Background: an optimization exercise with open tools, aiming at small area and a short achievable clock period. Do not read the settings as production practice. Only simulation tests tie the RTL to the original design; equivalence was not proved. No driver is modelled on the clock port, so clocking that relies on it looks cheaper here than on a real chip. Power and IR drop assume default switching activity.

==> flow/design.v <==
package mem_stage_ctrl_pkg;
   localparam int WORD_LEN_DEF    = 32;
   localparam int ADDRESS_LEN_DEF = 32;
   localparam int DEPTH_DEF       = 64;
   localparam int BASE_ADDR_DEF   = 1024;
   localparam int WAIT_CYCLES_DEF = 2;
endpackage
module mem_array (
   input  logic        clk,
   input  logic        rst,
   input  logic [15:0] ring,     
   input  logic        wr3,      
   input  logic        wr3_n,    
   input  logic [3:0]  be,       
   input  logic [31:0] wdata,    
   input  logic [31:0] tsel_n,   
   input  logic [1:0]  vslot,    
   output logic        vring,    
   output logic [31:0] rtap      
);
   logic [63:0]       valid_q;
   logic [63:0][31:0] word_q;
   genvar gr, gs, gl;
   generate
      for (gr = 0; gr < 16; gr++) begin : g_ring
         logic wr;
         assign wr = wr3 & ring[gr];
         always_ff @(posedge clk or posedge rst) begin
            if (rst) valid_q[gr*4 +: 4] <= '0;
            else     valid_q[gr*4 +: 4] <= {valid_q[gr*4 +: 3], valid_q[gr*4 + 3] | wr};
         end
         for (gs = 1; gs < 4; gs++) begin : g_slot
            always_ff @(posedge clk) word_q[gr*4 + gs] <= word_q[gr*4 + gs - 1];
         end
         for (gl = 0; gl < 4; gl++) begin : g_lane
            logic lwr, lhold;
            assign lwr   = wr3 & ring[gr] & (be[gl] | ~valid_q[gr*4 + 3]);
            assign lhold = wr3_n | ~ring[gr] | (~be[gl] & valid_q[gr*4 + 3]);
            always_ff @(posedge clk)
               word_q[gr*4][gl*8 +: 8] <= (word_q[gr*4 + 3][gl*8 +: 8] & {8{lhold}})
                                        | (wdata[gl*8 +: 8] & {8{lwr}});
         end
      end
   endgenerate
   always_comb begin
      vring = 1'b0;
      rtap  = '1;
      for (int r = 0; r < 16; r++) begin
         vring = vring | (ring[r] & valid_q[r*4 + vslot]);
         rtap  = rtap & ({32{tsel_n[2*r]}}     | word_q[r*4 + 1]);
         rtap  = rtap & ({32{tsel_n[2*r + 1]}} | word_q[r*4 + 3]);
      end
   end
endmodule
module mem_stage_ctrl (
   input  logic        clk,
   input  logic        rst,
   input  logic [31:0] pc_in,
   output logic [31:0] pc,
   input  logic        MEM_R_EN,
   input  logic        MEM_W_EN,
   input  logic        mem_byte,
   input  logic [31:0] ALU_Res,
   input  logic [31:0] Val_Rm,
   output logic [31:0] memory_out,
   output logic        ready,
   output logic        addr_err
);
   logic req;
   assign req = MEM_R_EN | MEM_W_EN;
   logic nidle_q, busy_q, ndone_q, w1_q, w2_q, idle;
   assign idle = ~nidle_q;
   always_ff @(posedge clk or posedge rst) begin
      if (rst) begin
         nidle_q <= 1'b0;
         busy_q  <= 1'b0;
         ndone_q <= 1'b1;
         w1_q    <= 1'b0;
         w2_q    <= 1'b0;
      end else begin
         nidle_q <= (idle & req) | w1_q | w2_q;
         busy_q  <= (idle & req) | w1_q;
         ndone_q <= ~w2_q;
         w1_q    <= idle & req;
         w2_q    <= w1_q;
      end
   end
   logic [1:0] ph_q, ph_d;
   assign ph_d = ph_q + 2'd1;
   always_ff @(posedge clk or posedge rst) begin
      if (rst) ph_q <= '0;
      else     ph_q <= ph_d;
   end
   logic        in_rng;
   logic [1:0]  lane_q, j_q, j_d;
   logic        byte_q, wr_q, oor_q;
   logic [15:0] ring_q, ring_d;
   logic [31:0] wd_q;
   logic [3:0]  be_q;
   assign in_rng = (ALU_Res[31:8] == 24'h000004) & (mem_byte | (ALU_Res[1:0] == 2'b00));
   always_comb begin
      for (int r = 0; r < 16; r++) ring_d[r] = idle ? (ALU_Res[7:4] == 4'(r)) : ring_q[r];
      j_d = idle ? ALU_Res[3:2] : j_q;
   end
   always_ff @(posedge clk) begin
      ring_q <= ring_d;
      j_q    <= j_d;
      if (idle) begin
         lane_q <= ALU_Res[1:0];
         byte_q <= mem_byte;
         wr_q   <= MEM_W_EN;
         oor_q  <= ~in_rng;
         for (int l = 0; l < 4; l++)
            be_q[l] <= ~mem_byte | (ALU_Res[1:0] == 2'(l));
      end
   end
   logic [1:0] slot_d;
   assign slot_d = j_d + ph_d;
   logic pend_q, pend_d, wr3_q, wr3_n_q;
   assign pend_d = (idle & MEM_W_EN & in_rng) | (pend_q & ~wr3_q);
   always_ff @(posedge clk or posedge rst) begin
      if (rst) begin
         pend_q  <= 1'b0;
         wr3_q   <= 1'b0;
         wr3_n_q <= 1'b1;
      end else begin
         pend_q  <= pend_d;
         wr3_q   <= pend_d & (slot_d == 2'd3);
         wr3_n_q <= ~(pend_d & (slot_d == 2'd3));
      end
   end
   logic [31:0] tsel_n_q;
   always_ff @(posedge clk) begin
      for (int r = 0; r < 16; r++) begin
         tsel_n_q[2*r]     <= ~(ring_d[r] & (slot_d == 2'd1));
         tsel_n_q[2*r + 1] <= ~(ring_d[r] & (slot_d == 2'd3));
      end
   end
   logic        vring;
   logic [31:0] rtap;
   logic rd1;
   assign rd1 = w1_q & ~wr_q & ~slot_d[0];    
   always_ff @(posedge clk) begin
      if (idle) begin
         for (int l = 0; l < 4; l++)
            wd_q[l*8 +: 8] <= mem_byte ? ((ALU_Res[1:0] == 2'(l)) ? Val_Rm[7:0] : 8'h00)
                                       : Val_Rm[l*8 +: 8];
      end else if (rd1) begin
         wd_q <= rtap;
      end
   end
   mem_array u_mem_array (
      .clk    (clk),
      .rst    (rst),
      .ring   (ring_q),
      .wr3    (wr3_q),
      .wr3_n  (wr3_n_q),
      .be     (be_q),
      .wdata  (wd_q),
      .tsel_n (tsel_n_q),
      .vslot  (j_q + ph_q),
      .vring  (vring),
      .rtap   (rtap)
   );
   logic       ld, ok, ld_n_q, ow2_q, ow1_q;
   logic [3:0] ob2_q, ob1_q, ob;
   always_comb begin
      ld = w1_q & ~wr_q;
      ok = ld & ~oor_q & vring;
      for (int l = 0; l < 4; l++)
         ob[l] = ok & (byte_q ? (lane_q == 2'(l)) : (l == 0));
   end
   always_ff @(posedge clk or posedge rst) begin
      if (rst) begin
         ld_n_q <= 1'b1;
         ow2_q  <= 1'b0;
         ow1_q  <= 1'b0;
         ob2_q  <= '0;
         ob1_q  <= '0;
      end else begin
         ld_n_q <= ~ld;
         ow2_q  <= ok & ~byte_q & slot_d[0];
         ow1_q  <= ok & ~byte_q & ~slot_d[0];
         ob2_q  <= ob & {4{slot_d[0]}};
         ob1_q  <= ob & {4{~slot_d[0]}};
      end
   end
   logic [31:0] mout_q, mout_d;
   always_comb begin
      mout_d[31:8] = (rtap[31:8] & {24{ow2_q}}) | (wd_q[31:8] & {24{ow1_q}}) | (mout_q[31:8] & {24{ld_n_q}});
      mout_d[7:0]  = mout_q[7:0] & {8{ld_n_q}};
      for (int l = 0; l < 4; l++)
         mout_d[7:0] = mout_d[7:0] | (rtap[l*8 +: 8] & {8{ob2_q[l]}}) | (wd_q[l*8 +: 8] & {8{ob1_q[l]}});
   end
   logic err_q;
   always_ff @(posedge clk or posedge rst) begin
      if (rst) begin
         mout_q <= '0;
         err_q  <= 1'b0;
      end else begin
         mout_q <= mout_d;
         err_q  <= w2_q & oor_q;
      end
   end
   assign memory_out = mout_q;
   assign addr_err   = err_q;
   assign ready      = ~((MEM_R_EN | MEM_W_EN | busy_q) & ndone_q);
   assign pc         = pc_in;
endmodule
Settings: LEC_CHECK=0, CAP_MARGIN=10, CORE_MARGIN=2, CORE_UTILIZATION=45, SETUP_SLACK_MARGIN=3.5, SLEW_MARGIN=10; clock period 6.0 ns.
standard.sh (not shown) runs the stock make flow with config.mk's settings and CLKGATE_MAP_FILE= SYNTH_SCRIPT=/design/flow/synth_recipe.tcl, a recipe that flattens the netlist after the stock synthesis.
==> flow/flow/run.sh <==
#!/bin/bash
# Layout flow: the standard flow (standard.sh), with two changes:
#  - port buffers are plain buf_4 cells instead of the delay buffers buffer_ports picks by default;
#  - CTS does not add dummy loads, and clusters up to 24 sinks (80 um) per leaf buffer.
# Each tool's output stays in the ORFS logs; standard.sh's own output goes to standard.log.
cp standard.sh standard_sh.txt
export BUFFER_PORTS_ARGS="-buffer_cell sky130_fd_sc_hd__buf_4"
export CTS_ARGS="-sink_clustering_enable -repair_clock_nets -dont_use_dummy_load -sink_clustering_size 24 -sink_clustering_max_diameter 80"
bash standard.sh > standard.log 2>&1
rc=$?
grep -h "RSZ-002[78]\|Dummy loads\|CTS-0018" orfs/logs/*/*/*/3_3_place_gp.log orfs/logs/*/*/*/4_1_cts.log 2>/dev/null
exit $rc
Edit:
--- a/flow/flow/run.sh
+++ b/flow/flow/run.sh
@@ -2,3 +2,3 @@
 # Layout flow: the standard flow (standard.sh), with two changes:
-#  - port buffers are plain buf_4 cells instead of the delay buffers buffer_ports picks by default;
+#  - port buffers are plain buf_2 cells instead of the delay buffers buffer_ports picks by default;
 #  - CTS does not add dummy loads, and clusters up to 24 sinks (80 um) per leaf buffer.
@@ -6,3 +6,3 @@
 cp standard.sh standard_sh.txt
-export BUFFER_PORTS_ARGS="-buffer_cell sky130_fd_sc_hd__buf_4"
+export BUFFER_PORTS_ARGS="-buffer_cell sky130_fd_sc_hd__buf_2"
 export CTS_ARGS="-sink_clustering_enable -repair_clock_nets -dont_use_dummy_load -sink_clustering_size 24 -sink_clustering_max_diameter 80"
Settings changed: CAP_MARGIN 10 to 20, SLEW_MARGIN 10 to 20.
Synthesized area is unchanged; power climbs by about 0.36%; wire length climbs by about 0.3%; hold slack is worse by 0.0097 ns; final cell count hardly moves; critical path depth does not change; fmax barely changes; core utilization drops by 0.18 points; setup slack hardly moves; die area does not change.
Edit:
Settings changed: CAP_MARGIN 20 to 10, SLEW_MARGIN 20 to 10.
Effect:
- synthesized cell count is unchanged
- sequential power barely changes
- routed wire length hardly moves
- worst setup slack improves by 0.0042 ns
- non-clock buffer count climbs by 1
- design area stays flat
- power stays flat
- combinational power is about the same
- flip-flop and latch count does not change

-- port drivers added, routing unchanged --
No port has a modelled driver above. Below, the same layouts with a new extraction and two added sets of constraints.
Step 1, drivers: a clkbuf_16 drives clk and a buf_2 each remaining input, both assumed.
Step 2 adds t to the input delays and takes it off the output delays; t is the mean of the earliest and latest rising clock arrival at the registers after step 1. Input paths then give back, and output paths get back, about the clock's delay inside the block.
a / b / c = ideal / step 1 / step 2; a / b = the first two.
run	t, ns	setup WS [ns]	worst hold slack (ns)	latest minus earliest clock arrival (ns)	pins driven straight from the clock port
the first run	0.818	3.144 / 3.106 / 2.849	0.307 / 0.307 / 0.307	0.062 / 0.062	1
the second run	0.804	3.146 / 3.115 / 2.918	0.297 / 0.297 / 0.297	0.075 / 0.075	1
the third run	0.808	3.150 / 3.117 / 2.869	0.283 / 0.283 / 0.283	0.074 / 0.074	1
After both steps every run listed still meets setup and hold. The setup slack of the first run, which loses most, moves by -0.038 ns with the drivers and by -0.295 ns with both steps.
